What follows belongs to an exercise in optimizing a design on an open flow for small area, a short achievable clock period and few clock cycles; a production flow would make more cautious choices. No functional check of the RTL was part of any run shown here. No activity file was given, so power comes from the tool's default toggle rates.

==> flow/design.v (outline; a module is shown in full before it is edited, if it fits) <==
// module mac_lane: 102 lines
// module mac_pp_tree: 490 lines
// module mac_acc_tree: 331 lines
// module mac_add6c: 40 lines
// module mac_add48: 466 lines
// module mac_array: 112 lines
module mac_array (
  input  logic        clk,
  input  logic        arst_n_in,
  input  logic        in_valid,
  output logic        in_ready,
  input  logic [63:0] a_in,
  input  logic [63:0] b_in,
  input  logic        in_last,
  input  logic        round_in,
  input  logic        sat_in,
  output logic        out_valid,
  input  logic        out_ready,
  output logic [63:0] out,
  output logic [3:0]  out_ovf
);
  // ...
==> flow/flow/run.sh <==
#!/bin/bash
# Standard layout flow, with the port buffers made from a regular buffer
# cell (the default pick is a delay cell). All tool output is in
# orfs/logs/ (per step) and in standard.log here.
set -euo pipefail
export BUFFER_PORTS_ARGS="-buffer_cell sky130_fd_sc_hd__buf_1"
bash standard.sh > standard.log 2>&1
==> flow/standard.sh <==
#!/bin/bash
# synth_recipe.tcl (not shown) runs the flow's synth.tcl, then flattens the netlist and writes it again
# the make line also repeats each setting of config.mk as NAME=value (left out here)
make -C /OpenROAD-flow-scripts/flow DESIGN_CONFIG=/design/flow/config.mk WORK_HOME=/design/flow/orfs CLKGATE_MAP_FILE= SYNTH_SCRIPT=/design/flow/synth_recipe.tcl "${@:-finish}"
==> flow/config.mk <==
export PLATFORM = sky130hd
export DESIGN_NAME = mac_array
export DESIGN_NICKNAME = mac_array
export VERILOG_FILES = /design/flow/design.v
export SDC_FILE = /design/flow/constraint.sdc
export NUM_CORES = 4
export LEC_CHECK = 0
export ABC_AREA = 1
export CAP_MARGIN = 20
export CORE_MARGIN = 2
export CORE_UTILIZATION = 40
export CTS_CLUSTER_DIAMETER = 120
export CTS_CLUSTER_SIZE = 22
export SETUP_SLACK_MARGIN = 4.2
export SLEW_MARGIN = 20
==> flow/constraint.sdc <==
create_clock -name core_clock -period 7.0 [get_ports {clk}]
set_input_delay 1.4000 -clock core_clock [delete_from_list [all_inputs] [get_ports {clk}]]
set_output_delay 1.4000 -clock core_clock [all_outputs]
set_load 0.01 [all_outputs]
==> summary.md, run 1 <==
| Metric | Value |
|---|---|
| DR WL/cell | `17.40 µm` |
| Most common cell after layout, fill and taps aside | `nand2_1` |
| Status | `timing/DRC/antenna clean` |
| Yosys top cell by area | `dfxtp_1` |
| Combinational power share | `55.3%` |
| Worst endpoint data arrival time | `3.49 ns` |
| Clock Latency Late Sink | `0.71 ns` |
| Initial Util | `40.23%` |
| P_comb | `18800 µW` |
| Number of port buffers | `204` |
| Reg2reg end | `g_lane[2].u_lane.acc_q[34]` |
| H-tree depth | `2` |
| Via count | `40770` |
| Top Family by Delay on Critical Path | `adder cells` |
| Post-synthesis simple-gate area fraction | `10.08%` |
| CP Max Fanout | `7` |
| Global-route wire length before repair | `233.1 mm` |
| Syn_nets | `7289` |
| # IOs | `205` |
| Final Skew | `0.04391 ns` |
| Sequential cell area share | `37.09%` |
| Cell area after layout | `0.06804 mm²` |
| Critical R2R Launch | `g_lane[2].u_lane.g_first.first_q` |
| Final period utilization | `41.51%` |
| Fin. max-slew vios | `0` |
| #MultiIn Comb | `3865` |
| Compound-gate portion of the synthesized area | `7.480%` |
| CP max-delay cell | `dfstp_2` |
| Final Hold Fails | `0` |
| Clock group | `3780 µW` |
| Final worst slack | `4.094 ns` |
| Synth warn | `3` |
| CP max stage delay | `0.57 ns` |
| # setup viols final | `0` |
| Sequential power | `11400 µW` |
| Root buffer cell | `clkbuf_16` |
| Clkbuf count | `75` |
| Power share of the clock group | `11.1%` |
| Asr flop ratio synth | `1.485%` |
| Pwr per Cell Area | `500.3 mW/mm²` |
| Switching power | `14580 µW` |
| Mapped Area | `0.06284 mm²` |
| Initial detailed-routing violation count | `2729` |
| # resized after CTS | `254` |
==> module mac_lane, before the edit <==
module mac_lane #(
  parameter int unsigned NV = 85,
  parameter bit          INV_PART = 1'b0
) (
  input  logic        clk_i,
  input  logic        rst_ni,
  input  logic        take_i,     
  input  logic        take2_i,    
  input  logic [15:0] a_i,
  input  logic [15:0] b_i,
  input  logic        v1_i,       
  input  logic        l1_i,       
  input  logic        rnd_i,      
  input  logic        rnd_f_i,    
  input  logic        sat_f_i,
  output logic [15:0] res_o,      
  output logic        ovf_o
);
  logic [15:0]   a_q;
  logic [7:0]    one_d, two_d, neg_d, one_q, two_q, neg_q;
  logic [NV-1:0] pv, pv_q;
  logic [47:0]   rs, rc;
  logic [47:15]  fin_q;
  always_comb begin
    for (int i = 0; i < 8; i++) begin
      {neg_d[i], two_d[i], one_d[i]} =
        mac_pkg::booth_enc(b_i[2*i+1], b_i[2*i], (i == 0) ? 1'b0 : b_i[2*i-1]);
    end
  end
  logic [15:0] a_n_q, a_m_q, a_m;
  logic [7:0]  one_n_q, two_n_q;
  always_ff @(posedge clk_i) begin
    a_n_q   <= take_i ? ~a_i : 16'hffff;
    a_m_q   <= take2_i ? ~a_i : 16'hffff;
    one_n_q <= ~one_d;
    two_n_q <= ~two_d;
    neg_q   <= neg_d;
  end
  assign a_q   = ~a_n_q;
  assign a_m   = ~a_m_q;
  assign one_q = ~one_n_q;
  assign two_q = ~two_n_q;
  mac_pp_tree u_pp (.a(a_q), .a2(a_m), .one(one_q), .two(two_q), .neg(neg_q), .v(pv));
  always_ff @(posedge clk_i) begin
    pv_q <= pv;
  end
  logic [47:0] acc_q, acc_g, acc_n, pend, t;
  logic [7:1]  cc_q, cc_g;
  logic [7:0]  co;
  logic        part_q;
  if (INV_PART) begin : g_first
    logic first_q;
    always_ff @(posedge clk_i or negedge rst_ni) begin
      if (!rst_ni) begin
        first_q <= 1'b1;
      end else if (v1_i) begin
        first_q <= l1_i;
      end
    end
    assign part_q = ~first_q;
  end else begin : g_part
    always_ff @(posedge clk_i or negedge rst_ni) begin
      if (!rst_ni) begin
        part_q <= 1'b0;
      end else if (v1_i) begin
        part_q <= ~l1_i;
      end
    end
  end
  assign acc_g = part_q ? acc_q : 48'h0;
  assign cc_g  = part_q ? cc_q : 7'h0;
  mac_acc_tree u_acc (.v(pv_q), .acc(acc_g), .s(rs), .c(rc));
  for (genvar gj = 0; gj < 8; gj++) begin : g_blk
    mac_add6c u_blk (
      .a (rs[6*gj +: 6]),
      .b (rc[6*gj +: 6]),
      .ci((gj == 0) ? 1'b0 : cc_g[gj]),
      .co(co[gj]),
      .y (acc_n[6*gj +: 6])
    );
  end
  always_ff @(posedge clk_i) begin
    acc_q <= acc_n;
    cc_q  <= co[6:0];
  end
  always_comb begin
    pend = 48'h0;
    for (int j = 1; j < 8; j++) pend[6*j] = cc_q[j];
    pend[15] = rnd_i;
  end
  mac_add48 u_fin (.a(acc_q), .b(pend), .y(t));
  always_ff @(posedge clk_i) begin
    fin_q <= t[47:15];
  end
  logic wrap, sgn;
  always_comb begin
    wrap  = rnd_f_i & fin_q[47] & ~|fin_q[46:15];
    sgn   = fin_q[47] & ~wrap;
    ovf_o = ~(&fin_q[47:31] | ~|fin_q[47:31]);
    res_o = (sat_f_i & ovf_o) ? (sgn ? 16'h8000 : 16'h7fff) : fin_q[31:16];
  end
endmodule
==> module mac_array, before the edit <==
module mac_array (
  input  logic        clk,
  input  logic        arst_n_in,
  input  logic        in_valid,
  output logic        in_ready,
  input  logic [63:0] a_in,
  input  logic [63:0] b_in,
  input  logic        in_last,
  input  logic        round_in,
  input  logic        sat_in,
  output logic        out_valid,
  input  logic        out_ready,
  output logic [63:0] out,
  output logic [3:0]  out_ovf
);
  localparam int unsigned RW = 68;   
  logic          busy_q, rdy2_q, take, take2, pop, o_free;
  logic          v0_q, l0_q, v1_q, l1_q, l2_q, done_q;
  logic          r0_q, s0_q, r1_q, s1_q, r2_q, s2_q, r3_q, s3_q;
  logic [1:0]    cnt_q, cnt_d;
  logic [RW-1:0] res, o_q;
  logic          ov_q;
  logic [RW-1:0] sk_q [2];
  logic [1:0]    sc_q;
  logic          rp_q, wp_q;
  assign take     = in_valid & ~busy_q;
  assign take2    = in_valid & rdy2_q;    
  assign in_ready = ~busy_q;
  assign pop      = ov_q & out_ready;
  assign o_free   = ~ov_q | out_ready;
  logic inc, dec;
  assign inc = take & in_last;
  assign dec = pop;
  always_comb begin
    case ({inc, dec})
      2'b10:   cnt_d = cnt_q + 2'd1;
      2'b01:   cnt_d = cnt_q - 2'd1;
      default: cnt_d = cnt_q;
    endcase
  end
  always_ff @(posedge clk or negedge arst_n_in) begin
    if (!arst_n_in) begin
      busy_q  <= 1'b0;
      rdy2_q  <= 1'b1;
      cnt_q   <= 2'd0;
      v0_q    <= 1'b0;
      l0_q    <= 1'b0;
      v1_q    <= 1'b0;
      l1_q    <= 1'b0;
      l2_q    <= 1'b0;
      done_q  <= 1'b0;
    end else begin
      busy_q  <= ~dec & (busy_q | ((cnt_q == 2'd2) & in_valid & in_last));
      rdy2_q  <= dec | (rdy2_q & ~((cnt_q == 2'd2) & in_valid & in_last));
      cnt_q   <= cnt_d;
      v0_q    <= take;
      l0_q    <= take & in_last;
      v1_q    <= v0_q;
      l1_q    <= l0_q;
      l2_q    <= l1_q;
      done_q  <= l2_q;
    end
  end
  always_ff @(posedge clk) begin
    r0_q <= round_in;
    s0_q <= sat_in;
    r1_q <= r0_q;
    s1_q <= s0_q;
    r2_q <= r1_q;
    s2_q <= s1_q;
    r3_q <= r2_q;
    s3_q <= s2_q;
  end
  for (genvar gi = 0; gi < 4; gi++) begin : g_lane
    mac_lane #(.INV_PART(gi >= 2)) u_lane (
      .clk_i  (clk),
      .take_i (take),
      .take2_i(take2),
      .a_i    (a_in[gi*16 +: 16]),
      .b_i    (b_in[gi*16 +: 16]),
      .rst_ni (arst_n_in),
      .v1_i   (v1_q),
      .l1_i   (l1_q),
      .rnd_i  (r2_q),
      .rnd_f_i(r3_q),
      .sat_f_i(s3_q),
      .res_o  (res[gi*16 +: 16]),
      .ovf_o  (res[64 + gi])
    );
  end
  always_ff @(posedge clk) begin
    if (done_q) sk_q[wp_q] <= res;
    if (o_free) o_q <= (sc_q != 2'd0) ? sk_q[rp_q] : res;
  end
  always_ff @(posedge clk or negedge arst_n_in) begin
    if (!arst_n_in) begin
      ov_q <= 1'b0;
      sc_q <= 2'd0;
      rp_q <= 1'b0;
      wp_q <= 1'b0;
    end else begin
      if (o_free) ov_q <= (sc_q != 2'd0) | done_q;
      if (o_free && sc_q != 2'd0) rp_q <= ~rp_q;
      if (done_q && !(o_free && sc_q == 2'd0)) wp_q <= ~wp_q;
      sc_q <= sc_q + {1'b0, done_q && !(o_free && sc_q == 2'd0)}
                   - {1'b0, o_free && sc_q != 2'd0};
    end
  end
  assign out_valid = ov_q;
  assign out       = o_q[63:0];
  assign out_ovf   = o_q[67:64];
endmodule
==> run 2, diff against run 1 <==
--- a/flow/design.v
+++ b/flow/design.v
@@ -7,20 +7,17 @@
   endfunction
 endpackage
 module mac_lane #(
-  parameter int unsigned NV = 85,
-  parameter bit          INV_PART = 1'b0
+  parameter int unsigned NV = 85
 ) (
   input  logic        clk_i,
   input  logic        rst_ni,
   input  logic        take_i,     
-  input  logic        take2_i,    
   input  logic [15:0] a_i,
   input  logic [15:0] b_i,
   input  logic        v1_i,       
   input  logic        l1_i,       
   input  logic        rnd_i,      
-  input  logic        rnd_f_i,    
-  input  logic        sat_f_i,
+  input  logic        sat_i,
   output logic [15:0] res_o,      
   output logic        ovf_o
 );
@@ -35,82 +32,50 @@
         mac_pkg::booth_enc(b_i[2*i+1], b_i[2*i], (i == 0) ? 1'b0 : b_i[2*i-1]);
     end
   end
-  logic [15:0] a_n_q, a_m_q, a_m;
-  logic [7:0]  one_n_q, two_n_q;
   always_ff @(posedge clk_i) begin
-    a_n_q   <= take_i ? ~a_i : 16'hffff;
-    a_m_q   <= take2_i ? ~a_i : 16'hffff;
-    one_n_q <= ~one_d;
-    two_n_q <= ~two_d;
-    neg_q   <= neg_d;
+    a_q   <= take_i ? a_i : 16'h0;
+    one_q <= one_d;
+    two_q <= two_d;
+    neg_q <= neg_d;
   end
-  assign a_q   = ~a_n_q;
-  assign a_m   = ~a_m_q;
-  assign one_q = ~one_n_q;
-  assign two_q = ~two_n_q;
-  mac_pp_tree u_pp (.a(a_q), .a2(a_m), .one(one_q), .two(two_q), .neg(neg_q), .v(pv));
+  mac_pp_tree u_pp (.a(a_q), .one(one_q), .two(two_q), .neg(neg_q), .v(pv));
   always_ff @(posedge clk_i) begin
     pv_q <= pv;
   end
-  logic [47:0] acc_q, acc_g, acc_n, pend, t;
-  logic [7:1]  cc_q, cc_g;
-  logic [7:0]  co;
+  logic [47:0] acc_s, acc_c, acc_gs, acc_gc, sum;
   logic        part_q;
-  if (INV_PART) begin : g_first
-    logic first_q;
-    always_ff @(posedge clk_i or negedge rst_ni) begin
-      if (!rst_ni) begin
-        first_q <= 1'b1;
-      end else if (v1_i) begin
-        first_q <= l1_i;
-      end
+  always_ff @(posedge clk_i or negedge rst_ni) begin
+    if (!rst_ni) begin
+      part_q <= 1'b0;
+    end else if (v1_i) begin
+      part_q <= ~l1_i;
     end
-    assign part_q = ~first_q;
-  end else begin : g_part
-    always_ff @(posedge clk_i or negedge rst_ni) begin
-      if (!rst_ni) begin
-        part_q <= 1'b0;
-      end else if (v1_i) begin
-        part_q <= ~l1_i;
-      end
-    end
-  end
-  assign acc_g = part_q ? acc_q : 48'h0;
-  assign cc_g  = part_q ? cc_q : 7'h0;
-  mac_acc_tree u_acc (.v(pv_q), .acc(acc_g), .s(rs), .c(rc));
-  for (genvar gj = 0; gj < 8; gj++) begin : g_blk
-    mac_add6c u_blk (
-      .a (rs[6*gj +: 6]),
-      .b (rc[6*gj +: 6]),
-      .ci((gj == 0) ? 1'b0 : cc_g[gj]),
-      .co(co[gj]),
-      .y (acc_n[6*gj +: 6])
-    );
   end
+  assign acc_gs = part_q ? acc_s : 48'h0;
+  assign acc_gc = part_q ? acc_c : 48'h0;
+  mac_acc_tree u_acc (.v(pv_q), .acc_s(acc_gs), .acc_c(acc_gc), .s(rs), .c(rc));
   always_ff @(posedge clk_i) begin
-    acc_q <= acc_n;
-    cc_q  <= co[6:0];
-  end
-  always_comb begin
-    pend = 48'h0;
-    for (int j = 1; j < 8; j++) pend[6*j] = cc_q[j];
-    pend[15] = rnd_i;
+    acc_s <= rs;
+    acc_c <= rc;
   end
-  mac_add48 u_fin (.a(acc_q), .b(pend), .y(t));
+  mac_add48 u_add (.a(acc_s), .b(acc_c), .y(sum));
   always_ff @(posedge clk_i) begin
-    fin_q <= t[47:15];
+    fin_q <= sum[47:15];
   end
-  logic wrap, sgn;
+  logic        c16, c31, all1, all0;
+  logic [15:0] lo;
   always_comb begin
-    wrap  = rnd_f_i & fin_q[47] & ~|fin_q[46:15];
-    sgn   = fin_q[47] & ~wrap;
-    ovf_o = ~(&fin_q[47:31] | ~|fin_q[47:31]);
-    res_o = (sat_f_i & ovf_o) ? (sgn ? 16'h8000 : 16'h7fff) : fin_q[31:16];
+    c16   = rnd_i & fin_q[15];
+    c31   = c16 & (&fin_q[30:16]);
+    all1  = &fin_q[47:31];
+    all0  = ~|fin_q[47:31];
+    lo    = fin_q[31:16] + {15'h0, c16};
+    ovf_o = c31 ? ~(&fin_q[47:32]) : ~(all1 | all0);
+    res_o = (sat_i & ovf_o) ? (fin_q[47] ? 16'h8000 : 16'h7fff) : lo;
   end
 endmodule
 module mac_pp_tree (
   input  logic [15:0] a,
-  input  logic [15:0] a2,      
   input  logic [7:0]  one,
   input  logic [7:0]  two,
   input  logic [7:0]  neg,
@@ -276,74 +241,74 @@
   assign pp3[14] = ((one[3] & a[14]) | (two[3] & a[13])) ^ neg[3];
   assign pp3[15] = ((one[3] & a[15]) | (two[3] & a[14])) ^ neg[3];
   assign pp3[16] = ((one[3] & a[15]) | (two[3] & a[15])) ^ neg[3];
-  assign pp4[0] = ((one[4] & a2[0]) | (two[4] & 1'b0)) ^ neg[4];
-  assign pp4[1] = ((one[4] & a2[1]) | (two[4] & a2[0])) ^ neg[4];
-  assign pp4[2] = ((one[4] & a2[2]) | (two[4] & a2[1])) ^ neg[4];
-  assign pp4[3] = ((one[4] & a2[3]) | (two[4] & a2[2])) ^ neg[4];
-  assign pp4[4] = ((one[4] & a2[4]) | (two[4] & a2[3])) ^ neg[4];
-  assign pp4[5] = ((one[4] & a2[5]) | (two[4] & a2[4])) ^ neg[4];
-  assign pp4[6] = ((one[4] & a2[6]) | (two[4] & a2[5])) ^ neg[4];
-  assign pp4[7] = ((one[4] & a2[7]) | (two[4] & a2[6])) ^ neg[4];
-  assign pp4[8] = ((one[4] & a2[8]) | (two[4] & a2[7])) ^ neg[4];
-  assign pp4[9] = ((one[4] & a2[9]) | (two[4] & a2[8])) ^ neg[4];
-  assign pp4[10] = ((one[4] & a2[10]) | (two[4] & a2[9])) ^ neg[4];
-  assign pp4[11] = ((one[4] & a2[11]) | (two[4] & a2[10])) ^ neg[4];
-  assign pp4[12] = ((one[4] & a2[12]) | (two[4] & a2[11])) ^ neg[4];
-  assign pp4[13] = ((one[4] & a2[13]) | (two[4] & a2[12])) ^ neg[4];
-  assign pp4[14] = ((one[4] & a2[14]) | (two[4] & a2[13])) ^ neg[4];
-  assign pp4[15] = ((one[4] & a2[15]) | (two[4] & a2[14])) ^ neg[4];
-  assign pp4[16] = ((one[4] & a2[15]) | (two[4] & a2[15])) ^ neg[4];
-  assign pp5[0] = ((one[5] & a2[0]) | (two[5] & 1'b0)) ^ neg[5];
-  assign pp5[1] = ((one[5] & a2[1]) | (two[5] & a2[0])) ^ neg[5];
-  assign pp5[2] = ((one[5] & a2[2]) | (two[5] & a2[1])) ^ neg[5];
-  assign pp5[3] = ((one[5] & a2[3]) | (two[5] & a2[2])) ^ neg[5];
-  assign pp5[4] = ((one[5] & a2[4]) | (two[5] & a2[3])) ^ neg[5];
-  assign pp5[5] = ((one[5] & a2[5]) | (two[5] & a2[4])) ^ neg[5];
-  assign pp5[6] = ((one[5] & a2[6]) | (two[5] & a2[5])) ^ neg[5];
-  assign pp5[7] = ((one[5] & a2[7]) | (two[5] & a2[6])) ^ neg[5];
-  assign pp5[8] = ((one[5] & a2[8]) | (two[5] & a2[7])) ^ neg[5];
-  assign pp5[9] = ((one[5] & a2[9]) | (two[5] & a2[8])) ^ neg[5];
-  assign pp5[10] = ((one[5] & a2[10]) | (two[5] & a2[9])) ^ neg[5];
-  assign pp5[11] = ((one[5] & a2[11]) | (two[5] & a2[10])) ^ neg[5];
-  assign pp5[12] = ((one[5] & a2[12]) | (two[5] & a2[11])) ^ neg[5];
-  assign pp5[13] = ((one[5] & a2[13]) | (two[5] & a2[12])) ^ neg[5];
-  assign pp5[14] = ((one[5] & a2[14]) | (two[5] & a2[13])) ^ neg[5];
-  assign pp5[15] = ((one[5] & a2[15]) | (two[5] & a2[14])) ^ neg[5];
-  assign pp5[16] = ((one[5] & a2[15]) | (two[5] & a2[15])) ^ neg[5];
-  assign pp6[0] = ((one[6] & a2[0]) | (two[6] & 1'b0)) ^ neg[6];
-  assign pp6[1] = ((one[6] & a2[1]) | (two[6] & a2[0])) ^ neg[6];
-  assign pp6[2] = ((one[6] & a2[2]) | (two[6] & a2[1])) ^ neg[6];
-  assign pp6[3] = ((one[6] & a2[3]) | (two[6] & a2[2])) ^ neg[6];
-  assign pp6[4] = ((one[6] & a2[4]) | (two[6] & a2[3])) ^ neg[6];
-  assign pp6[5] = ((one[6] & a2[5]) | (two[6] & a2[4])) ^ neg[6];
-  assign pp6[6] = ((one[6] & a2[6]) | (two[6] & a2[5])) ^ neg[6];
-  assign pp6[7] = ((one[6] & a2[7]) | (two[6] & a2[6])) ^ neg[6];
-  assign pp6[8] = ((one[6] & a2[8]) | (two[6] & a2[7])) ^ neg[6];
-  assign pp6[9] = ((one[6] & a2[9]) | (two[6] & a2[8])) ^ neg[6];
-  assign pp6[10] = ((one[6] & a2[10]) | (two[6] & a2[9])) ^ neg[6];
-  assign pp6[11] = ((one[6] & a2[11]) | (two[6] & a2[10])) ^ neg[6];
-  assign pp6[12] = ((one[6] & a2[12]) | (two[6] & a2[11])) ^ neg[6];
-  assign pp6[13] = ((one[6] & a2[13]) | (two[6] & a2[12])) ^ neg[6];
-  assign pp6[14] = ((one[6] & a2[14]) | (two[6] & a2[13])) ^ neg[6];
-  assign pp6[15] = ((one[6] & a2[15]) | (two[6] & a2[14])) ^ neg[6];
-  assign pp6[16] = ((one[6] & a2[15]) | (two[6] & a2[15])) ^ neg[6];
-  assign pp7[0] = ((one[7] & a2[0]) | (two[7] & 1'b0)) ^ neg[7];
-  assign pp7[1] = ((one[7] & a2[1]) | (two[7] & a2[0])) ^ neg[7];
-  assign pp7[2] = ((one[7] & a2[2]) | (two[7] & a2[1])) ^ neg[7];
-  assign pp7[3] = ((one[7] & a2[3]) | (two[7] & a2[2])) ^ neg[7];
-  assign pp7[4] = ((one[7] & a2[4]) | (two[7] & a2[3])) ^ neg[7];
-  assign pp7[5] = ((one[7] & a2[5]) | (two[7] & a2[4])) ^ neg[7];
-  assign pp7[6] = ((one[7] & a2[6]) | (two[7] & a2[5])) ^ neg[7];
-  assign pp7[7] = ((one[7] & a2[7]) | (two[7] & a2[6])) ^ neg[7];
-  assign pp7[8] = ((one[7] & a2[8]) | (two[7] & a2[7])) ^ neg[7];
-  assign pp7[9] = ((one[7] & a2[9]) | (two[7] & a2[8])) ^ neg[7];
-  assign pp7[10] = ((one[7] & a2[10]) | (two[7] & a2[9])) ^ neg[7];
-  assign pp7[11] = ((one[7] & a2[11]) | (two[7] & a2[10])) ^ neg[7];
-  assign pp7[12] = ((one[7] & a2[12]) | (two[7] & a2[11])) ^ neg[7];
-  assign pp7[13] = ((one[7] & a2[13]) | (two[7] & a2[12])) ^ neg[7];
-  assign pp7[14] = ((one[7] & a2[14]) | (two[7] & a2[13])) ^ neg[7];
-  assign pp7[15] = ((one[7] & a2[15]) | (two[7] & a2[14])) ^ neg[7];
-  assign pp7[16] = ((one[7] & a2[15]) | (two[7] & a2[15])) ^ neg[7];
+  assign pp4[0] = ((one[4] & a[0]) | (two[4] & 1'b0)) ^ neg[4];
+  assign pp4[1] = ((one[4] & a[1]) | (two[4] & a[0])) ^ neg[4];
+  assign pp4[2] = ((one[4] & a[2]) | (two[4] & a[1])) ^ neg[4];
+  assign pp4[3] = ((one[4] & a[3]) | (two[4] & a[2])) ^ neg[4];
+  assign pp4[4] = ((one[4] & a[4]) | (two[4] & a[3])) ^ neg[4];
+  assign pp4[5] = ((one[4] & a[5]) | (two[4] & a[4])) ^ neg[4];
+  assign pp4[6] = ((one[4] & a[6]) | (two[4] & a[5])) ^ neg[4];
+  assign pp4[7] = ((one[4] & a[7]) | (two[4] & a[6])) ^ neg[4];
+  assign pp4[8] = ((one[4] & a[8]) | (two[4] & a[7])) ^ neg[4];
+  assign pp4[9] = ((one[4] & a[9]) | (two[4] & a[8])) ^ neg[4];
+  assign pp4[10] = ((one[4] & a[10]) | (two[4] & a[9])) ^ neg[4];
+  assign pp4[11] = ((one[4] & a[11]) | (two[4] & a[10])) ^ neg[4];
+  assign pp4[12] = ((one[4] & a[12]) | (two[4] & a[11])) ^ neg[4];
+  assign pp4[13] = ((one[4] & a[13]) | (two[4] & a[12])) ^ neg[4];
+  assign pp4[14] = ((one[4] & a[14]) | (two[4] & a[13])) ^ neg[4];
+  assign pp4[15] = ((one[4] & a[15]) | (two[4] & a[14])) ^ neg[4];
+  assign pp4[16] = ((one[4] & a[15]) | (two[4] & a[15])) ^ neg[4];
+  assign pp5[0] = ((one[5] & a[0]) | (two[5] & 1'b0)) ^ neg[5];
+  assign pp5[1] = ((one[5] & a[1]) | (two[5] & a[0])) ^ neg[5];
+  assign pp5[2] = ((one[5] & a[2]) | (two[5] & a[1])) ^ neg[5];
+  assign pp5[3] = ((one[5] & a[3]) | (two[5] & a[2])) ^ neg[5];
+  assign pp5[4] = ((one[5] & a[4]) | (two[5] & a[3])) ^ neg[5];
+  assign pp5[5] = ((one[5] & a[5]) | (two[5] & a[4])) ^ neg[5];
+  assign pp5[6] = ((one[5] & a[6]) | (two[5] & a[5])) ^ neg[5];
+  assign pp5[7] = ((one[5] & a[7]) | (two[5] & a[6])) ^ neg[5];
+  assign pp5[8] = ((one[5] & a[8]) | (two[5] & a[7])) ^ neg[5];
+  assign pp5[9] = ((one[5] & a[9]) | (two[5] & a[8])) ^ neg[5];
+  assign pp5[10] = ((one[5] & a[10]) | (two[5] & a[9])) ^ neg[5];
+  assign pp5[11] = ((one[5] & a[11]) | (two[5] & a[10])) ^ neg[5];
+  assign pp5[12] = ((one[5] & a[12]) | (two[5] & a[11])) ^ neg[5];
+  assign pp5[13] = ((one[5] & a[13]) | (two[5] & a[12])) ^ neg[5];
+  assign pp5[14] = ((one[5] & a[14]) | (two[5] & a[13])) ^ neg[5];
+  assign pp5[15] = ((one[5] & a[15]) | (two[5] & a[14])) ^ neg[5];
+  assign pp5[16] = ((one[5] & a[15]) | (two[5] & a[15])) ^ neg[5];
+  assign pp6[0] = ((one[6] & a[0]) | (two[6] & 1'b0)) ^ neg[6];
+  assign pp6[1] = ((one[6] & a[1]) | (two[6] & a[0])) ^ neg[6];
+  assign pp6[2] = ((one[6] & a[2]) | (two[6] & a[1])) ^ neg[6];
+  assign pp6[3] = ((one[6] & a[3]) | (two[6] & a[2])) ^ neg[6];
+  assign pp6[4] = ((one[6] & a[4]) | (two[6] & a[3])) ^ neg[6];
+  assign pp6[5] = ((one[6] & a[5]) | (two[6] & a[4])) ^ neg[6];
+  assign pp6[6] = ((one[6] & a[6]) | (two[6] & a[5])) ^ neg[6];
+  assign pp6[7] = ((one[6] & a[7]) | (two[6] & a[6])) ^ neg[6];
+  assign pp6[8] = ((one[6] & a[8]) | (two[6] & a[7])) ^ neg[6];
+  assign pp6[9] = ((one[6] & a[9]) | (two[6] & a[8])) ^ neg[6];
+  assign pp6[10] = ((one[6] & a[10]) | (two[6] & a[9])) ^ neg[6];
+  assign pp6[11] = ((one[6] & a[11]) | (two[6] & a[10])) ^ neg[6];
+  assign pp6[12] = ((one[6] & a[12]) | (two[6] & a[11])) ^ neg[6];
+  assign pp6[13] = ((one[6] & a[13]) | (two[6] & a[12])) ^ neg[6];
+  assign pp6[14] = ((one[6] & a[14]) | (two[6] & a[13])) ^ neg[6];
+  assign pp6[15] = ((one[6] & a[15]) | (two[6] & a[14])) ^ neg[6];
+  assign pp6[16] = ((one[6] & a[15]) | (two[6] & a[15])) ^ neg[6];
+  assign pp7[0] = ((one[7] & a[0]) | (two[7] & 1'b0)) ^ neg[7];
+  assign pp7[1] = ((one[7] & a[1]) | (two[7] & a[0])) ^ neg[7];
+  assign pp7[2] = ((one[7] & a[2]) | (two[7] & a[1])) ^ neg[7];
+  assign pp7[3] = ((one[7] & a[3]) | (two[7] & a[2])) ^ neg[7];
+  assign pp7[4] = ((one[7] & a[4]) | (two[7] & a[3])) ^ neg[7];
+  assign pp7[5] = ((one[7] & a[5]) | (two[7] & a[4])) ^ neg[7];
+  assign pp7[6] = ((one[7] & a[6]) | (two[7] & a[5])) ^ neg[7];
+  assign pp7[7] = ((one[7] & a[7]) | (two[7] & a[6])) ^ neg[7];
+  assign pp7[8] = ((one[7] & a[8]) | (two[7] & a[7])) ^ neg[7];
+  assign pp7[9] = ((one[7] & a[9]) | (two[7] & a[8])) ^ neg[7];
+  assign pp7[10] = ((one[7] & a[10]) | (two[7] & a[9])) ^ neg[7];
+  assign pp7[11] = ((one[7] & a[11]) | (two[7] & a[10])) ^ neg[7];
+  assign pp7[12] = ((one[7] & a[12]) | (two[7] & a[11])) ^ neg[7];
+  assign pp7[13] = ((one[7] & a[13]) | (two[7] & a[12])) ^ neg[7];
+  assign pp7[14] = ((one[7] & a[14]) | (two[7] & a[13])) ^ neg[7];
+  assign pp7[15] = ((one[7] & a[15]) | (two[7] & a[14])) ^ neg[7];
+  assign pp7[16] = ((one[7] & a[15]) | (two[7] & a[15])) ^ neg[7];
   assign t1 = pp0[10] ^ pp1[8];
   assign t2 = pp0[10] & pp1[8];
   assign t3 = pp0[11] ^ pp1[9];
@@ -600,7 +565,8 @@
 endmodule
 module mac_acc_tree (
   input  logic [84:0] v,
-  input  logic [47:0] acc,
+  input  logic [47:0] acc_s,
+  input  logic [47:0] acc_c,
   output logic [47:0] s,
   output logic [47:0] c
 );
@@ -680,6 +646,54 @@
   logic t147, t148;
   logic t149, t150;
   logic t151, t152;
+  logic t153, t154;
+  logic t155, t156;
+  logic t157, t158;
+  logic t159, t160;
+  logic t161, t162;
+  logic t163, t164;
+  logic t165, t166;
+  logic t167, t168;
+  logic t169, t170;
+  logic t171, t172;
+  logic t173, t174;
+  logic t175, t176;
+  logic t177, t178;
+  logic t179, t180;
+  logic t181, t182;
+  logic t183, t184;
+  logic t185, t186;
+  logic t187, t188;
+  logic t189, t190;
+  logic t191, t192;
+  logic t193, t194;
+  logic t195, t196;
+  logic t197, t198;
+  logic t199, t200;
+  logic t201, t202;
+  logic t203, t204;
+  logic t205, t206;
+  logic t207, t208;
+  logic t209, t210;
+  logic t211, t212;
+  logic t213, t214;
+  logic t215, t216;
+  logic t217, t218;
+  logic t219, t220;
+  logic t221, t222;
+  logic t223, t224;
+  logic t225, t226;
+  logic t227, t228;
+  logic t229, t230;
+  logic t231, t232;
+  logic t233, t234;
+  logic t235, t236;
+  logic t237, t238;
+  logic t239, t240;
+  logic t241, t242;
+  logic t243, t244;
+  logic t245, t246;
+  logic t247, t248;
   assign t1 = v[3] ^ v[4];
   assign t2 = v[3] & v[4];
   assign t3 = v[6] ^ v[7];
@@ -738,236 +752,292 @@
   assign t56 = v[83];
   assign t57 = v[0] ^ v[1];
   assign t58 = v[0] & v[1];
-  assign t59 = v[2] ^ acc[1];
-  assign t60 = v[2] & acc[1];
-  assign t61 = t1 ^ v[5] ^ acc[2];
-  assign t62 = (t1 & v[5]) | (t1 & acc[2]) | (v[5] & acc[2]);
-  assign t63 = t3 ^ t2 ^ acc[3];
-  assign t64 = (t3 & t2) | (t3 & acc[3]) | (t2 & acc[3]);
-  assign t65 = t5 ^ t4 ^ acc[4];
-  assign t66 = (t5 & t4) | (t5 & acc[4]) | (t4 & acc[4]);
-  assign t67 = t7 ^ t6 ^ acc[5];
-  assign t68 = (t7 & t6) | (t7 & acc[5]) | (t6 & acc[5]);
-  assign t69 = t9 ^ t8 ^ acc[6];
-  assign t70 = (t9 & t8) | (t9 & acc[6]) | (t8 & acc[6]);
-  assign t71 = t11 ^ t10 ^ acc[7];
-  assign t72 = (t11 & t10) | (t11 & acc[7]) | (t10 & acc[7]);
-  assign t73 = t13 ^ t12 ^ acc[8];
-  assign t74 = (t13 & t12) | (t13 & acc[8]) | (t12 & acc[8]);
-  assign t75 = t15 ^ t14 ^ acc[9];
-  assign t76 = (t15 & t14) | (t15 & acc[9]) | (t14 & acc[9]);
-  assign t77 = t17 ^ t16 ^ acc[10];
-  assign t78 = (t17 & t16) | (t17 & acc[10]) | (t16 & acc[10]);
-  assign t79 = t19 ^ t18 ^ acc[11];
-  assign t80 = (t19 & t18) | (t19 & acc[11]) | (t18 & acc[11]);
-  assign t81 = t21 ^ t20 ^ acc[12];
-  assign t82 = (t21 & t20) | (t21 & acc[12]) | (t20 & acc[12]);
-  assign t83 = t23 ^ t22 ^ acc[13];
-  assign t84 = (t23 & t22) | (t23 & acc[13]) | (t22 & acc[13]);
-  assign t85 = t25 ^ t24 ^ acc[14];
-  assign t86 = (t25 & t24) | (t25 & acc[14]) | (t24 & acc[14]);
-  assign t87 = t27 ^ t26 ^ acc[15];
-  assign t88 = (t27 & t26) | (t27 & acc[15]) | (t26 & acc[15]);
-  assign t89 = t29 ^ t28 ^ acc[16];
-  assign t90 = (t29 & t28) | (t29 & acc[16]) | (t28 & acc[16]);
-  assign t91 = t31 ^ t30 ^ acc[17];
-  assign t92 = (t31 & t30) | (t31 & acc[17]) | (t30 & acc[17]);
-  assign t93 = t33 ^ t32 ^ acc[18];
-  assign t94 = (t33 & t32) | (t33 & acc[18]) | (t32 & acc[18]);
-  assign t95 = t35 ^ t34 ^ acc[19];
-  assign t96 = (t35 & t34) | (t35 & acc[19]) | (t34 & acc[19]);
-  assign t97 = t37 ^ t36 ^ acc[20];
-  assign t98 = (t37 & t36) | (t37 & acc[20]) | (t36 & acc[20]);
-  assign t99 = t39 ^ t38 ^ acc[21];
-  assign t100 = (t39 & t38) | (t39 & acc[21]) | (t38 & acc[21]);
-  assign t101 = t41 ^ t40 ^ acc[22];
-  assign t102 = (t41 & t40) | (t41 & acc[22]) | (t40 & acc[22]);
-  assign t103 = t43 ^ t42 ^ acc[23];
-  assign t104 = (t43 & t42) | (t43 & acc[23]) | (t42 & acc[23]);
-  assign t105 = t45 ^ t44 ^ acc[24];
-  assign t106 = (t45 & t44) | (t45 & acc[24]) | (t44 & acc[24]);
-  assign t107 = t47 ^ t46 ^ acc[25];
-  assign t108 = (t47 & t46) | (t47 & acc[25]) | (t46 & acc[25]);
-  assign t109 = t49 ^ t48 ^ acc[26];
-  assign t110 = (t49 & t48) | (t49 & acc[26]) | (t48 & acc[26]);
-  assign t111 = t51 ^ t50 ^ acc[27];
-  assign t112 = (t51 & t50) | (t51 & acc[27]) | (t50 & acc[27]);
-  assign t113 = t53 ^ t52 ^ acc[28];
-  assign t114 = (t53 & t52) | (t53 & acc[28]) | (t52 & acc[28]);
-  assign t115 = t55 ^ t54 ^ acc[29];
-  assign t116 = (t55 & t54) | (t55 & acc[29]) | (t54 & acc[29]);
-  assign t117 = v[84] ^ t56 ^ acc[30];
-  assign t118 = (v[84] & t56) | (v[84] & acc[30]) | (t56 & acc[30]);
-  assign t119 = ~acc[31];
-  assign t120 = acc[31];
-  assign t121 = ~acc[32];
-  assign t122 = acc[32];
-  assign t123 = ~acc[33];
-  assign t124 = acc[33];
-  assign t125 = ~acc[34];
-  assign t126 = acc[34];
-  assign t127 = ~acc[35];
-  assign t128 = acc[35];
-  assign t129 = ~acc[36];
-  assign t130 = acc[36];
-  assign t131 = ~acc[37];
-  assign t132 = acc[37];
-  assign t133 = ~acc[38];
-  assign t134 = acc[38];
-  assign t135 = ~acc[39];
-  assign t136 = acc[39];
-  assign t137 = ~acc[40];
-  assign t138 = acc[40];
-  assign t139 = ~acc[41];
-  assign t140 = acc[41];
-  assign t141 = ~acc[42];
-  assign t142 = acc[42];
-  assign t143 = ~acc[43];
-  assign t144 = acc[43];
-  assign t145 = ~acc[44];
-  assign t146 = acc[44];
-  assign t147 = ~acc[45];
-  assign t148 = acc[45];
-  assign t149 = ~acc[46];
-  assign t150 = acc[46];
-  assign t151 = ~acc[47];
-  assign t152 = acc[47];
-  assign s[0] = t57;
-  assign c[0] = acc[0];
-  assign s[1] = t59;
-  assign c[1] = t58;
-  assign s[2] = t61;
-  assign c[2] = t60;
-  assign s[3] = t63;
-  assign c[3] = t62;
-  assign s[4] = t65;
-  assign c[4] = t64;
-  assign s[5] = t67;
-  assign c[5] = t66;
-  assign s[6] = t69;
-  assign c[6] = t68;
-  assign s[7] = t71;
-  assign c[7] = t70;
-  assign s[8] = t73;
-  assign c[8] = t72;
-  assign s[9] = t75;
-  assign c[9] = t74;
-  assign s[10] = t77;
-  assign c[10] = t76;
-  assign s[11] = t79;
-  assign c[11] = t78;
-  assign s[12] = t81;
-  assign c[12] = t80;
-  assign s[13] = t83;
-  assign c[13] = t82;
-  assign s[14] = t85;
-  assign c[14] = t84;
-  assign s[15] = t87;
-  assign c[15] = t86;
-  assign s[16] = t89;
-  assign c[16] = t88;
-  assign s[17] = t91;
-  assign c[17] = t90;
-  assign s[18] = t93;
-  assign c[18] = t92;
-  assign s[19] = t95;
-  assign c[19] = t94;
-  assign s[20] = t97;
-  assign c[20] = t96;
-  assign s[21] = t99;
-  assign c[21] = t98;
-  assign s[22] = t101;
-  assign c[22] = t100;
-  assign s[23] = t103;
-  assign c[23] = t102;
-  assign s[24] = t105;
-  assign c[24] = t104;
-  assign s[25] = t107;
-  assign c[25] = t106;
-  assign s[26] = t109;
-  assign c[26] = t108;
-  assign s[27] = t111;
-  assign c[27] = t110;
-  assign s[28] = t113;
-  assign c[28] = t112;
-  assign s[29] = t115;
-  assign c[29] = t114;
-  assign s[30] = t117;
-  assign c[30] = t116;
-  assign s[31] = t119;
-  assign c[31] = t118;
-  assign s[32] = t121;
-  assign c[32] = t120;
-  assign s[33] = t123;
-  assign c[33] = t122;
-  assign s[34] = t125;
-  assign c[34] = t124;
-  assign s[35] = t127;
-  assign c[35] = t126;
-  assign s[36] = t129;
-  assign c[36] = t128;
-  assign s[37] = t131;
-  assign c[37] = t130;
-  assign s[38] = t133;
-  assign c[38] = t132;
-  assign s[39] = t135;
-  assign c[39] = t134;
-  assign s[40] = t137;
-  assign c[40] = t136;
-  assign s[41] = t139;
-  assign c[41] = t138;
-  assign s[42] = t141;
-  assign c[42] = t140;
-  assign s[43] = t143;
-  assign c[43] = t142;
-  assign s[44] = t145;
-  assign c[44] = t144;
-  assign s[45] = t147;
-  assign c[45] = t146;
-  assign s[46] = t149;
-  assign c[46] = t148;
-  assign s[47] = t151;
-  assign c[47] = t150;
-endmodule
-module mac_add6c (
-  input  logic [5:0] a,
-  input  logic [5:0] b,
-  input  logic        ci,
-  output logic        co,
-  output logic [5:0] y
-);
-  logic [5:0] g, p, cy;
-  assign g = {a[5:1] & b[5:1], (a[0] & b[0]) | ((a[0] ^ b[0]) & ci)};
-  assign p = a ^ b;
-  logic gg1, pp1;
-  logic gg2, pp2;
-  logic gg3, pp3;
-  logic gg4, pp4;
-  logic gg5, pp5;
-  logic gg6, pp6;
-  logic gg7, pp7;
-  assign gg1 = g[1] | (p[1] & g[0]);
-  assign pp1 = 1'b0;
-  assign gg2 = g[3] | (p[3] & g[2]);
-  assign pp2 = p[3] & p[2];
-  assign gg3 = g[5] | (p[5] & g[4]);
-  assign pp3 = p[5] & p[4];
-  assign gg4 = g[2] | (p[2] & gg1);
-  assign pp4 = 1'b0;
-  assign gg5 = gg2 | (pp2 & gg1);
-  assign pp5 = 1'b0;
-  assign gg6 = g[4] | (p[4] & gg5);
-  assign pp6 = 1'b0;
-  assign gg7 = gg3 | (pp3 & gg5);
-  assign pp7 = 1'b0;
-  assign cy[0] = ci;
-  assign cy[1] = g[0];
-  assign cy[2] = gg1;
-  assign cy[3] = gg4;
-  assign cy[4] = gg5;
-  assign cy[5] = gg6;
-  assign y = p ^ cy;
-  assign co = gg7;
+  assign t59 = v[2] ^ acc_s[1];
+  assign t60 = v[2] & acc_s[1];
+  assign t61 = t1 ^ v[5] ^ acc_s[2];
+  assign t62 = (t1 & v[5]) | (t1 & acc_s[2]) | (v[5] & acc_s[2]);
+  assign t63 = t3 ^ acc_s[3] ^ acc_c[3];
+  assign t64 = (t3 & acc_s[3]) | (t3 & acc_c[3]) | (acc_s[3] & acc_c[3]);
+  assign t65 = t5 ^ acc_s[4] ^ acc_c[4];
+  assign t66 = (t5 & acc_s[4]) | (t5 & acc_c[4]) | (acc_s[4] & acc_c[4]);
+  assign t67 = t7 ^ acc_s[5] ^ acc_c[5];
+  assign t68 = (t7 & acc_s[5]) | (t7 & acc_c[5]) | (acc_s[5] & acc_c[5]);
+  assign t69 = t9 ^ acc_s[6] ^ acc_c[6];
+  assign t70 = (t9 & acc_s[6]) | (t9 & acc_c[6]) | (acc_s[6] & acc_c[6]);
+  assign t71 = t11 ^ acc_s[7] ^ acc_c[7];
+  assign t72 = (t11 & acc_s[7]) | (t11 & acc_c[7]) | (acc_s[7] & acc_c[7]);
+  assign t73 = t13 ^ acc_s[8] ^ acc_c[8];
+  assign t74 = (t13 & acc_s[8]) | (t13 & acc_c[8]) | (acc_s[8] & acc_c[8]);
+  assign t75 = t15 ^ acc_s[9] ^ acc_c[9];
+  assign t76 = (t15 & acc_s[9]) | (t15 & acc_c[9]) | (acc_s[9] & acc_c[9]);
+  assign t77 = t17 ^ acc_s[10] ^ acc_c[10];
+  assign t78 = (t17 & acc_s[10]) | (t17 & acc_c[10]) | (acc_s[10] & acc_c[10]);
+  assign t79 = t19 ^ acc_s[11] ^ acc_c[11];
+  assign t80 = (t19 & acc_s[11]) | (t19 & acc_c[11]) | (acc_s[11] & acc_c[11]);
+  assign t81 = t21 ^ acc_s[12] ^ acc_c[12];
+  assign t82 = (t21 & acc_s[12]) | (t21 & acc_c[12]) | (acc_s[12] & acc_c[12]);
+  assign t83 = t23 ^ acc_s[13] ^ acc_c[13];
+  assign t84 = (t23 & acc_s[13]) | (t23 & acc_c[13]) | (acc_s[13] & acc_c[13]);
+  assign t85 = t25 ^ acc_s[14] ^ acc_c[14];
+  assign t86 = (t25 & acc_s[14]) | (t25 & acc_c[14]) | (acc_s[14] & acc_c[14]);
+  assign t87 = t27 ^ acc_s[15] ^ acc_c[15];
+  assign t88 = (t27 & acc_s[15]) | (t27 & acc_c[15]) | (acc_s[15] & acc_c[15]);
+  assign t89 = t29 ^ acc_s[16] ^ acc_c[16];
+  assign t90 = (t29 & acc_s[16]) | (t29 & acc_c[16]) | (acc_s[16] & acc_c[16]);
+  assign t91 = t31 ^ acc_s[17] ^ acc_c[17];
+  assign t92 = (t31 & acc_s[17]) | (t31 & acc_c[17]) | (acc_s[17] & acc_c[17]);
+  assign t93 = t33 ^ acc_s[18] ^ acc_c[18];
+  assign t94 = (t33 & acc_s[18]) | (t33 & acc_c[18]) | (acc_s[18] & acc_c[18]);
+  assign t95 = t35 ^ acc_s[19] ^ acc_c[19];
+  assign t96 = (t35 & acc_s[19]) | (t35 & acc_c[19]) | (acc_s[19] & acc_c[19]);
+  assign t97 = t37 ^ acc_s[20] ^ acc_c[20];
+  assign t98 = (t37 & acc_s[20]) | (t37 & acc_c[20]) | (acc_s[20] & acc_c[20]);
+  assign t99 = t39 ^ acc_s[21] ^ acc_c[21];
+  assign t100 = (t39 & acc_s[21]) | (t39 & acc_c[21]) | (acc_s[21] & acc_c[21]);
+  assign t101 = t41 ^ acc_s[22] ^ acc_c[22];
+  assign t102 = (t41 & acc_s[22]) | (t41 & acc_c[22]) | (acc_s[22] & acc_c[22]);
+  assign t103 = t43 ^ acc_s[23] ^ acc_c[23];
+  assign t104 = (t43 & acc_s[23]) | (t43 & acc_c[23]) | (acc_s[23] & acc_c[23]);
+  assign t105 = t45 ^ acc_s[24] ^ acc_c[24];
+  assign t106 = (t45 & acc_s[24]) | (t45 & acc_c[24]) | (acc_s[24] & acc_c[24]);
+  assign t107 = t47 ^ acc_s[25] ^ acc_c[25];
+  assign t108 = (t47 & acc_s[25]) | (t47 & acc_c[25]) | (acc_s[25] & acc_c[25]);
+  assign t109 = t49 ^ acc_s[26] ^ acc_c[26];
+  assign t110 = (t49 & acc_s[26]) | (t49 & acc_c[26]) | (acc_s[26] & acc_c[26]);
+  assign t111 = t51 ^ acc_s[27] ^ acc_c[27];
+  assign t112 = (t51 & acc_s[27]) | (t51 & acc_c[27]) | (acc_s[27] & acc_c[27]);
+  assign t113 = t53 ^ acc_s[28] ^ acc_c[28];
+  assign t114 = (t53 & acc_s[28]) | (t53 & acc_c[28]) | (acc_s[28] & acc_c[28]);
+  assign t115 = t55 ^ acc_s[29] ^ acc_c[29];
+  assign t116 = (t55 & acc_s[29]) | (t55 & acc_c[29]) | (acc_s[29] & acc_c[29]);
+  assign t117 = v[84] ^ acc_s[30] ^ acc_c[30];
+  assign t118 = (v[84] & acc_s[30]) | (v[84] & acc_c[30]) | (acc_s[30] & acc_c[30]);
+  assign t119 = ~acc_s[31];
+  assign t120 = acc_s[31];
+  assign t121 = ~acc_s[32];
+  assign t122 = acc_s[32];
+  assign t123 = ~acc_s[33];
+  assign t124 = acc_s[33];
+  assign t125 = ~acc_s[34];
+  assign t126 = acc_s[34];
+  assign t127 = ~acc_s[35];
+  assign t128 = acc_s[35];
+  assign t129 = ~acc_s[36];
+  assign t130 = acc_s[36];
+  assign t131 = ~acc_s[37];
+  assign t132 = acc_s[37];
+  assign t133 = ~acc_s[38];
+  assign t134 = acc_s[38];
+  assign t135 = ~acc_s[39];
+  assign t136 = acc_s[39];
+  assign t137 = ~acc_s[40];
+  assign t138 = acc_s[40];
+  assign t139 = ~acc_s[41];
+  assign t140 = acc_s[41];
+  assign t141 = ~acc_s[42];
+  assign t142 = acc_s[42];
+  assign t143 = ~acc_s[43];
+  assign t144 = acc_s[43];
+  assign t145 = ~acc_s[44];
+  assign t146 = acc_s[44];
+  assign t147 = ~acc_s[45];
+  assign t148 = acc_s[45];
+  assign t149 = ~acc_s[46];
+  assign t150 = acc_s[46];
+  assign t151 = ~acc_s[47];
+  assign t152 = acc_s[47];
+  assign t153 = t57 ^ acc_s[0];
+  assign t154 = t57 & acc_s[0];
+  assign t155 = t59 ^ acc_c[1] ^ t58;
+  assign t156 = (t59 & acc_c[1]) | (t59 & t58) | (acc_c[1] & t58);
+  assign t157 = t61 ^ acc_c[2] ^ t60;
+  assign t158 = (t61 & acc_c[2]) | (t61 & t60) | (acc_c[2] & t60);
+  assign t159 = t63 ^ t2 ^ t62;
+  assign t160 = (t63 & t2) | (t63 & t62) | (t2 & t62);
+  assign t161 = t65 ^ t4 ^ t64;
+  assign t162 = (t65 & t4) | (t65 & t64) | (t4 & t64);
+  assign t163 = t67 ^ t6 ^ t66;
+  assign t164 = (t67 & t6) | (t67 & t66) | (t6 & t66);
+  assign t165 = t69 ^ t8 ^ t68;
+  assign t166 = (t69 & t8) | (t69 & t68) | (t8 & t68);
+  assign t167 = t71 ^ t10 ^ t70;
+  assign t168 = (t71 & t10) | (t71 & t70) | (t10 & t70);
+  assign t169 = t73 ^ t12 ^ t72;
+  assign t170 = (t73 & t12) | (t73 & t72) | (t12 & t72);
+  assign t171 = t75 ^ t14 ^ t74;
+  assign t172 = (t75 & t14) | (t75 & t74) | (t14 & t74);
+  assign t173 = t77 ^ t16 ^ t76;
+  assign t174 = (t77 & t16) | (t77 & t76) | (t16 & t76);
+  assign t175 = t79 ^ t18 ^ t78;
+  assign t176 = (t79 & t18) | (t79 & t78) | (t18 & t78);
+  assign t177 = t81 ^ t20 ^ t80;
+  assign t178 = (t81 & t20) | (t81 & t80) | (t20 & t80);
+  assign t179 = t83 ^ t22 ^ t82;
+  assign t180 = (t83 & t22) | (t83 & t82) | (t22 & t82);
+  assign t181 = t85 ^ t24 ^ t84;
+  assign t182 = (t85 & t24) | (t85 & t84) | (t24 & t84);
+  assign t183 = t87 ^ t26 ^ t86;
+  assign t184 = (t87 & t26) | (t87 & t86) | (t26 & t86);
+  assign t185 = t89 ^ t28 ^ t88;
+  assign t186 = (t89 & t28) | (t89 & t88) | (t28 & t88);
+  assign t187 = t91 ^ t30 ^ t90;
+  assign t188 = (t91 & t30) | (t91 & t90) | (t30 & t90);
+  assign t189 = t93 ^ t32 ^ t92;
+  assign t190 = (t93 & t32) | (t93 & t92) | (t32 & t92);
+  assign t191 = t95 ^ t34 ^ t94;
+  assign t192 = (t95 & t34) | (t95 & t94) | (t34 & t94);
+  assign t193 = t97 ^ t36 ^ t96;
+  assign t194 = (t97 & t36) | (t97 & t96) | (t36 & t96);
+  assign t195 = t99 ^ t38 ^ t98;
+  assign t196 = (t99 & t38) | (t99 & t98) | (t38 & t98);
+  assign t197 = t101 ^ t40 ^ t100;
+  assign t198 = (t101 & t40) | (t101 & t100) | (t40 & t100);
+  assign t199 = t103 ^ t42 ^ t102;
+  assign t200 = (t103 & t42) | (t103 & t102) | (t42 & t102);
+  assign t201 = t105 ^ t44 ^ t104;
+  assign t202 = (t105 & t44) | (t105 & t104) | (t44 & t104);
+  assign t203 = t107 ^ t46 ^ t106;
+  assign t204 = (t107 & t46) | (t107 & t106) | (t46 & t106);
+  assign t205 = t109 ^ t48 ^ t108;
+  assign t206 = (t109 & t48) | (t109 & t108) | (t48 & t108);
+  assign t207 = t111 ^ t50 ^ t110;
+  assign t208 = (t111 & t50) | (t111 & t110) | (t50 & t110);
+  assign t209 = t113 ^ t52 ^ t112;
+  assign t210 = (t113 & t52) | (t113 & t112) | (t52 & t112);
+  assign t211 = t115 ^ t54 ^ t114;
+  assign t212 = (t115 & t54) | (t115 & t114) | (t54 & t114);
+  assign t213 = t117 ^ t56 ^ t116;
+  assign t214 = (t117 & t56) | (t117 & t116) | (t56 & t116);
+  assign t215 = t119 ^ acc_c[31] ^ t118;
+  assign t216 = (t119 & acc_c[31]) | (t119 & t118) | (acc_c[31] & t118);
+  assign t217 = t121 ^ acc_c[32] ^ t120;
+  assign t218 = (t121 & acc_c[32]) | (t121 & t120) | (acc_c[32] & t120);
+  assign t219 = t123 ^ acc_c[33] ^ t122;
+  assign t220 = (t123 & acc_c[33]) | (t123 & t122) | (acc_c[33] & t122);
+  assign t221 = t125 ^ acc_c[34] ^ t124;
+  assign t222 = (t125 & acc_c[34]) | (t125 & t124) | (acc_c[34] & t124);
+  assign t223 = t127 ^ acc_c[35] ^ t126;
+  assign t224 = (t127 & acc_c[35]) | (t127 & t126) | (acc_c[35] & t126);
+  assign t225 = t129 ^ acc_c[36] ^ t128;
+  assign t226 = (t129 & acc_c[36]) | (t129 & t128) | (acc_c[36] & t128);
+  assign t227 = t131 ^ acc_c[37] ^ t130;
+  assign t228 = (t131 & acc_c[37]) | (t131 & t130) | (acc_c[37] & t130);
+  assign t229 = t133 ^ acc_c[38] ^ t132;
+  assign t230 = (t133 & acc_c[38]) | (t133 & t132) | (acc_c[38] & t132);
+  assign t231 = t135 ^ acc_c[39] ^ t134;
+  assign t232 = (t135 & acc_c[39]) | (t135 & t134) | (acc_c[39] & t134);
+  assign t233 = t137 ^ acc_c[40] ^ t136;
+  assign t234 = (t137 & acc_c[40]) | (t137 & t136) | (acc_c[40] & t136);
+  assign t235 = t139 ^ acc_c[41] ^ t138;
+  assign t236 = (t139 & acc_c[41]) | (t139 & t138) | (acc_c[41] & t138);
+  assign t237 = t141 ^ acc_c[42] ^ t140;
+  assign t238 = (t141 & acc_c[42]) | (t141 & t140) | (acc_c[42] & t140);
+  assign t239 = t143 ^ acc_c[43] ^ t142;
+  assign t240 = (t143 & acc_c[43]) | (t143 & t142) | (acc_c[43] & t142);
+  assign t241 = t145 ^ acc_c[44] ^ t144;
+  assign t242 = (t145 & acc_c[44]) | (t145 & t144) | (acc_c[44] & t144);
+  assign t243 = t147 ^ acc_c[45] ^ t146;
+  assign t244 = (t147 & acc_c[45]) | (t147 & t146) | (acc_c[45] & t146);
+  assign t245 = t149 ^ acc_c[46] ^ t148;
+  assign t246 = (t149 & acc_c[46]) | (t149 & t148) | (acc_c[46] & t148);
+  assign t247 = t151 ^ acc_c[47] ^ t150;
+  assign t248 = (t151 & acc_c[47]) | (t151 & t150) | (acc_c[47] & t150);
+  assign s[0] = t153;
+  assign c[0] = acc_c[0];
+  assign s[1] = t155;
+  assign c[1] = t154;
+  assign s[2] = t157;
+  assign c[2] = t156;
+  assign s[3] = t159;
+  assign c[3] = t158;
+  assign s[4] = t161;
+  assign c[4] = t160;
+  assign s[5] = t163;
+  assign c[5] = t162;
+  assign s[6] = t165;
+  assign c[6] = t164;
+  assign s[7] = t167;
+  assign c[7] = t166;
+  assign s[8] = t169;
+  assign c[8] = t168;
+  assign s[9] = t171;
+  assign c[9] = t170;
+  assign s[10] = t173;
+  assign c[10] = t172;
+  assign s[11] = t175;
+  assign c[11] = t174;
+  assign s[12] = t177;
+  assign c[12] = t176;
+  assign s[13] = t179;
+  assign c[13] = t178;
+  assign s[14] = t181;
+  assign c[14] = t180;
+  assign s[15] = t183;
+  assign c[15] = t182;
+  assign s[16] = t185;
+  assign c[16] = t184;
+  assign s[17] = t187;
+  assign c[17] = t186;
+  assign s[18] = t189;
+  assign c[18] = t188;
+  assign s[19] = t191;
+  assign c[19] = t190;
+  assign s[20] = t193;
+  assign c[20] = t192;
+  assign s[21] = t195;
+  assign c[21] = t194;
+  assign s[22] = t197;
+  assign c[22] = t196;
+  assign s[23] = t199;
+  assign c[23] = t198;
+  assign s[24] = t201;
+  assign c[24] = t200;
+  assign s[25] = t203;
+  assign c[25] = t202;
+  assign s[26] = t205;
+  assign c[26] = t204;
+  assign s[27] = t207;
+  assign c[27] = t206;
+  assign s[28] = t209;
+  assign c[28] = t208;
+  assign s[29] = t211;
+  assign c[29] = t210;
+  assign s[30] = t213;
+  assign c[30] = t212;
+  assign s[31] = t215;
+  assign c[31] = t214;
+  assign s[32] = t217;
+  assign c[32] = t216;
+  assign s[33] = t219;
+  assign c[33] = t218;
+  assign s[34] = t221;
+  assign c[34] = t220;
+  assign s[35] = t223;
+  assign c[35] = t222;
+  assign s[36] = t225;
+  assign c[36] = t224;
+  assign s[37] = t227;
+  assign c[37] = t226;
+  assign s[38] = t229;
+  assign c[38] = t228;
+  assign s[39] = t231;
+  assign c[39] = t230;
+  assign s[40] = t233;
+  assign c[40] = t232;
+  assign s[41] = t235;
+  assign c[41] = t234;
+  assign s[42] = t237;
+  assign c[42] = t236;
+  assign s[43] = t239;
+  assign c[43] = t238;
+  assign s[44] = t241;
+  assign c[44] = t240;
+  assign s[45] = t243;
+  assign c[45] = t242;
+  assign s[46] = t245;
+  assign c[46] = t244;
+  assign s[47] = t247;
+  assign c[47] = t246;
 endmodule
 module mac_add48 (
   input  logic [47:0] a,
@@ -1451,7 +1521,7 @@
   output logic [3:0]  out_ovf
 );
   localparam int unsigned RW = 68;   
-  logic          busy_q, rdy2_q, take, take2, pop, o_free;
+  logic          busy_q, take, pop, o_free;
   logic          v0_q, l0_q, v1_q, l1_q, l2_q, done_q;
   logic          r0_q, s0_q, r1_q, s1_q, r2_q, s2_q, r3_q, s3_q;
   logic [1:0]    cnt_q, cnt_d;
@@ -1461,24 +1531,13 @@
   logic [1:0]    sc_q;
   logic          rp_q, wp_q;
   assign take     = in_valid & ~busy_q;
-  assign take2    = in_valid & rdy2_q;    
   assign in_ready = ~busy_q;
   assign pop      = ov_q & out_ready;
   assign o_free   = ~ov_q | out_ready;
-  logic inc, dec;
-  assign inc = take & in_last;
-  assign dec = pop;
-  always_comb begin
-    case ({inc, dec})
-      2'b10:   cnt_d = cnt_q + 2'd1;
-      2'b01:   cnt_d = cnt_q - 2'd1;
-      default: cnt_d = cnt_q;
-    endcase
-  end
+  assign cnt_d = cnt_q + {1'b0, take & in_last} - {1'b0, pop};
   always_ff @(posedge clk or negedge arst_n_in) begin
     if (!arst_n_in) begin
       busy_q  <= 1'b0;
-      rdy2_q  <= 1'b1;
       cnt_q   <= 2'd0;
       v0_q    <= 1'b0;
       l0_q    <= 1'b0;
@@ -1487,8 +1546,7 @@
       l2_q    <= 1'b0;
       done_q  <= 1'b0;
     end else begin
-      busy_q  <= ~dec & (busy_q | ((cnt_q == 2'd2) & in_valid & in_last));
-      rdy2_q  <= dec | (rdy2_q & ~((cnt_q == 2'd2) & in_valid & in_last));
+      busy_q  <= (cnt_d == 2'd3);
       cnt_q   <= cnt_d;
       v0_q    <= take;
       l0_q    <= take & in_last;
@@ -1509,18 +1567,16 @@
     s3_q <= s2_q;
   end
   for (genvar gi = 0; gi < 4; gi++) begin : g_lane
-    mac_lane #(.INV_PART(gi >= 2)) u_lane (
+    mac_lane u_lane (
       .clk_i  (clk),
       .take_i (take),
-      .take2_i(take2),
       .a_i    (a_in[gi*16 +: 16]),
       .b_i    (b_in[gi*16 +: 16]),
       .rst_ni (arst_n_in),
       .v1_i   (v1_q),
       .l1_i   (l1_q),
-      .rnd_i  (r2_q),
-      .rnd_f_i(r3_q),
-      .sat_f_i(s3_q),
+      .rnd_i  (r3_q),
+      .sat_i  (s3_q),
       .res_o  (res[gi*16 +: 16]),
       .ovf_o  (res[64 + gi])
     );
==> flow/run.sh (new file) <==
#!/bin/bash
# synth_recipe.tcl (not shown) runs the flow's synth.tcl, then flattens the netlist and writes it again
# the make line also repeats each setting of config.mk as NAME=value (left out here)
make -C /OpenROAD-flow-scripts/flow DESIGN_CONFIG=/design/flow/config.mk WORK_HOME=/design/flow/orfs CLKGATE_MAP_FILE= SYNTH_SCRIPT=/design/flow/synth_recipe.tcl finish
--- a/flow/config.mk
+++ b/flow/config.mk
@@ -9,7 +9,5 @@
 export CAP_MARGIN = 20
 export CORE_MARGIN = 2
 export CORE_UTILIZATION = 40
-export CTS_CLUSTER_DIAMETER = 120
-export CTS_CLUSTER_SIZE = 22
-export SETUP_SLACK_MARGIN = 4.2
+export SETUP_SLACK_MARGIN = 4.3
 export SLEW_MARGIN = 20
removed: flow/flow/run.sh
removed: flow/standard.sh
==> run 2 against run 1 <==
Against the previous run: via count rose by 20%; clock power is 97% higher; cell count increased by 21%; sequential power grew 12%; synthesized cell count up 12%; first-iteration DRC count grew 26%.
==> summary.md, run 2 <==
| Metric | Value |
|---|---|
| Synth top cells by count | `inv_1, dfxtp_1, nand2_1 (was dfxtp_1, nand2_1, inv_1)` |
| Pwr per Cell Area | `494.7 mW/mm² (was 500.3 mW/mm²)` |
| Area of the multi-input gates | `0.03813 mm² (was 0.03349 mm²)` |
| Hold crit path type | `flip-flop to flip-flop (unchanged)` |
| Yosys top cell by area | `dfxtp_1 (unchanged)` |
| Number of port buffers | `204 (unchanged)` |
| Total leakage power | `0.03891 µW (was 0.03075 µW)` |
| Number of global-route vias before repair | `50100 (was 42400)` |
| Mapped Area | `0.06920 mm² (was 0.06284 mm²)` |
| # IOs | `205 (unchanged)` |
| Syn Inst Count | `7031 (was 6263)` |
| H-tree depth | `4 (was 2)` |
| CP Max Fanout | `1 (was 7)` |
| Asr flop ratio synth | `1.211% (was 1.485%)` |
| CTS tree | `done (unchanged)` |
| Most common cell after layout, fill and taps aside | `inv_1 (was nand2_1)` |
| GR Util All Layers | `19.83% (was 17.99%)` |
| Number of enable flip-flop cells after synthesis | `204 (unchanged)` |
| Library cells used by synthesis | `46 (was 51)` |
| Pre-CTS setup slack | `3.433 ns (was 3.222 ns)` |
| Fin. max-slew vios | `0 (unchanged)` |
| Reg2reg end | `g_lane[1].u_lane.pv_q[44] (was g_lane[2].u_lane.acc_q[34])` |
| Root buffer cell | `clkbuf_16 (unchanged)` |
| First-pass DRT Iterations | `5 (was 6)` |
| Number of flip-flops in the largest register | `340 (unchanged)` |
| Global-route wire length before repair | `274.1 mm (was 233.1 mm)` |
| Min cycle time layout | `2.891 ns (was 2.906 ns)` |
| Sequential standard cell area | `0.02720 mm² (was 0.02524 mm²)` |
| Synth warn | `2 (was 3)` |
| Clock Latency Late Sink | `0.79 ns (was 0.71 ns)` |
| RSZ-0062 raised after global routing | `yes (unchanged)` |
| CTS buffer count | `142 (was 60)` |
| CP cell instances | `buf_2 (was buf_12 -> inv_16 -> buf_16 -> nand2_4 -> fa_1 -> fa_2 -> inv_2 -> fa_2 -> inv_2 -> nor2_2 -> a211oi_2 -> fa_2 -> inv_1)` |
| GP Congestion | `0.9037 (was 0.8719)` |
| Final period utilization | `41.30% (was 41.51%)` |
| # setup viols final | `0 (unchanged)` |
| Cell area after layout | `0.08444 mm² (was 0.06804 mm²)` |
| CTS max path bufs | `3 (unchanged)` |
| CP max stage delay | `0.52 ns (was 0.57 ns)` |
| Worst-path clk slew | `0.06 ns (was 0.10 ns)` |
| Post-route ant nets | `0 (unchanged)` |
| Worst endpoint data arrival time | `1.49 ns (was 3.49 ns)` |
| Worst setup SP type | `flip-flop (unchanged)` |
| Most common cell in the netlist | `inv_1 (was dfxtp_1)` |
| Die height | `419.9 µm (was 400.4 µm)` |
| DR WL/cell | `17.69 µm (was 17.40 µm)` |
| Post-synth top area share | `29.51% (was 29.43%)` |
| Status | `timing/DRC/antenna clean (unchanged)` |
| Final Skew | `0.03094 ns (was 0.04391 ns)` |
| Antenna violations before repair | `3 (was 10)` |
| Diode count | `0 (was 2)` |
| Via count | `49010 (was 40770)` |
| Dpl hpwl | `122.3 mm (was 107.3 mm)` |
| Synthesis-to-layout area growth | `22.01% (was 8.273%)` |
| Die Wd | `419.9 µm (was 400.4 µm)` |
| Syn_nets | `8154 (was 7289)` |
| Fill count | `15510 (was 14920)` |
| Critical path required time | `5.60 ns (was 7.58 ns)` |
| Top Family by Delay on Critical Path | `flip-flops (was adder cells)` |
| Final worst slack | `4.109 ns (was 4.094 ns)` |
| CP max-delay cell | `edfxtp_1 (was dfstp_2)` |
| Count of nets after finishing | `8772 (was 7263)` |
| # DRC | `0 (unchanged)` |
| Leading registers by flop count | `g_lane.u_lane.pv_q x340, g_lane.u_lane.acc_s x192, g_lane.u_lane.acc_c x188 (was g_lane.u_lane.pv_q x340, g_lane.u_lane.acc_q x192, sk_q x136)` |
| Dpl cell area | `0.07324 mm² (was 0.06477 mm²)` |
| Initial detailed-routing violation count | `3451 (was 2729)` |
| Critical R2R Launch | `g_lane[1].u_lane.a_q[6] (was g_lane[2].u_lane.g_first.first_q)` |
| Reg with most FFs | `g_lane.u_lane.pv_q (unchanged)` |
| Final Hold Fails | `0 (unchanged)` |
| Initial Util | `40.30% (was 40.23%)` |
| Max IR drop VDD | `0.2517 mV (was 0.2532 mV)` |
[run 2: power breakdown]
part / internal, µW / switching, µW / total, µW
clock network: 4380 / 3050 / 7430
registers: 10800 / 1940 / 12800
logic: 8930 / 12600 / 21600
total: 24200 / 17600 / 41800
[run 2: layer usage]
layer / vias to the layer above / routed length, µm / part of all wire, % / GRT usage (%)
met5: - / 13 / 0.0073 / 0
li1: 23250 / - / - / -
met2: 1656 / 83310 / 47 / 32.52
met3: 445 / 10720 / 6.0 / 3.622
met1: 23660 / 75190 / 42 / 25.25
met4: 2 / 8903 / 5.0 / 9.450
[run 2: how the worst max path moves through the flow]
stage,end,startpoint,cells after the start
final,out[48],o_q[48],1
after CTS,out[15],o_q[15],1
after global placement,busy_q,in_last,8
after floorplan,o_q[0],out_ready,2
after global routing,g_lane[1].u_lane.pv_q[44],g_lane[1].u_lane.a_q[6],9
after detailed placement,cnt_q[1],in_last,8
[run 2: repair_timing]
action,in CTS,in global routing
gates cloned,21,4
pin swaps,38,190
endpoints found under the setup margin,394,193
setup buffers,283,201
resized for setup,605,380
hold buffers,0,0
[run 2: final cells by class]
class	instances	area share, %
Clock inverter	54	0.7083
Clock buffer	201	4.868
Multi-Input combinational cell	4273	45.16
Sequential cell	1239	32.21
Timing Repair inverter	24	0.2104
Timing Repair Buffer	707	7.234
Inverter	1262	6.185
Tap cell	2310	3.423
[run 2: cells by family (layout without fill, tap and decap cells)]
family	after synthesis	after routing	share of synthesized area (%)
AO/OA/AOI/OAI	929	929	8.131
XOR/XNOR	676	676	8.556
adder cells (fa/ha/maj)	988	988	25.50
buffers and inverters	1519	2248	8.407
flip-flops	1239	1239	38.90
multiplexers	31	31	0.4972
AND/OR/NAND/NOR	1649	1649	10.01
[run 2: per-stage QoR]
step | cells | utilization (%) | hold WS, ns
2_1_floorplan | 7031 | - | 0.3096
3_3_place_gp | 9306 | 42.65 | 0.3154
3_5_place_dp | 9306 | 42.65 | 0.3138
4_1_cts | 9865 | 47.15 | 0.3270
5_1_grt | 10070 | 49.17 | 0.3408
6_report | 10070 | 49.17 | 0.3248

Setup slack of run 2, layout unchanged: 4.109 ns with ideal ports, 4.031 ns with driving cells assumed (clock clkbuf_16, inputs buf_2), 3.542 ns with port delays also shifted by the 0.849 ns mid clock arrival.
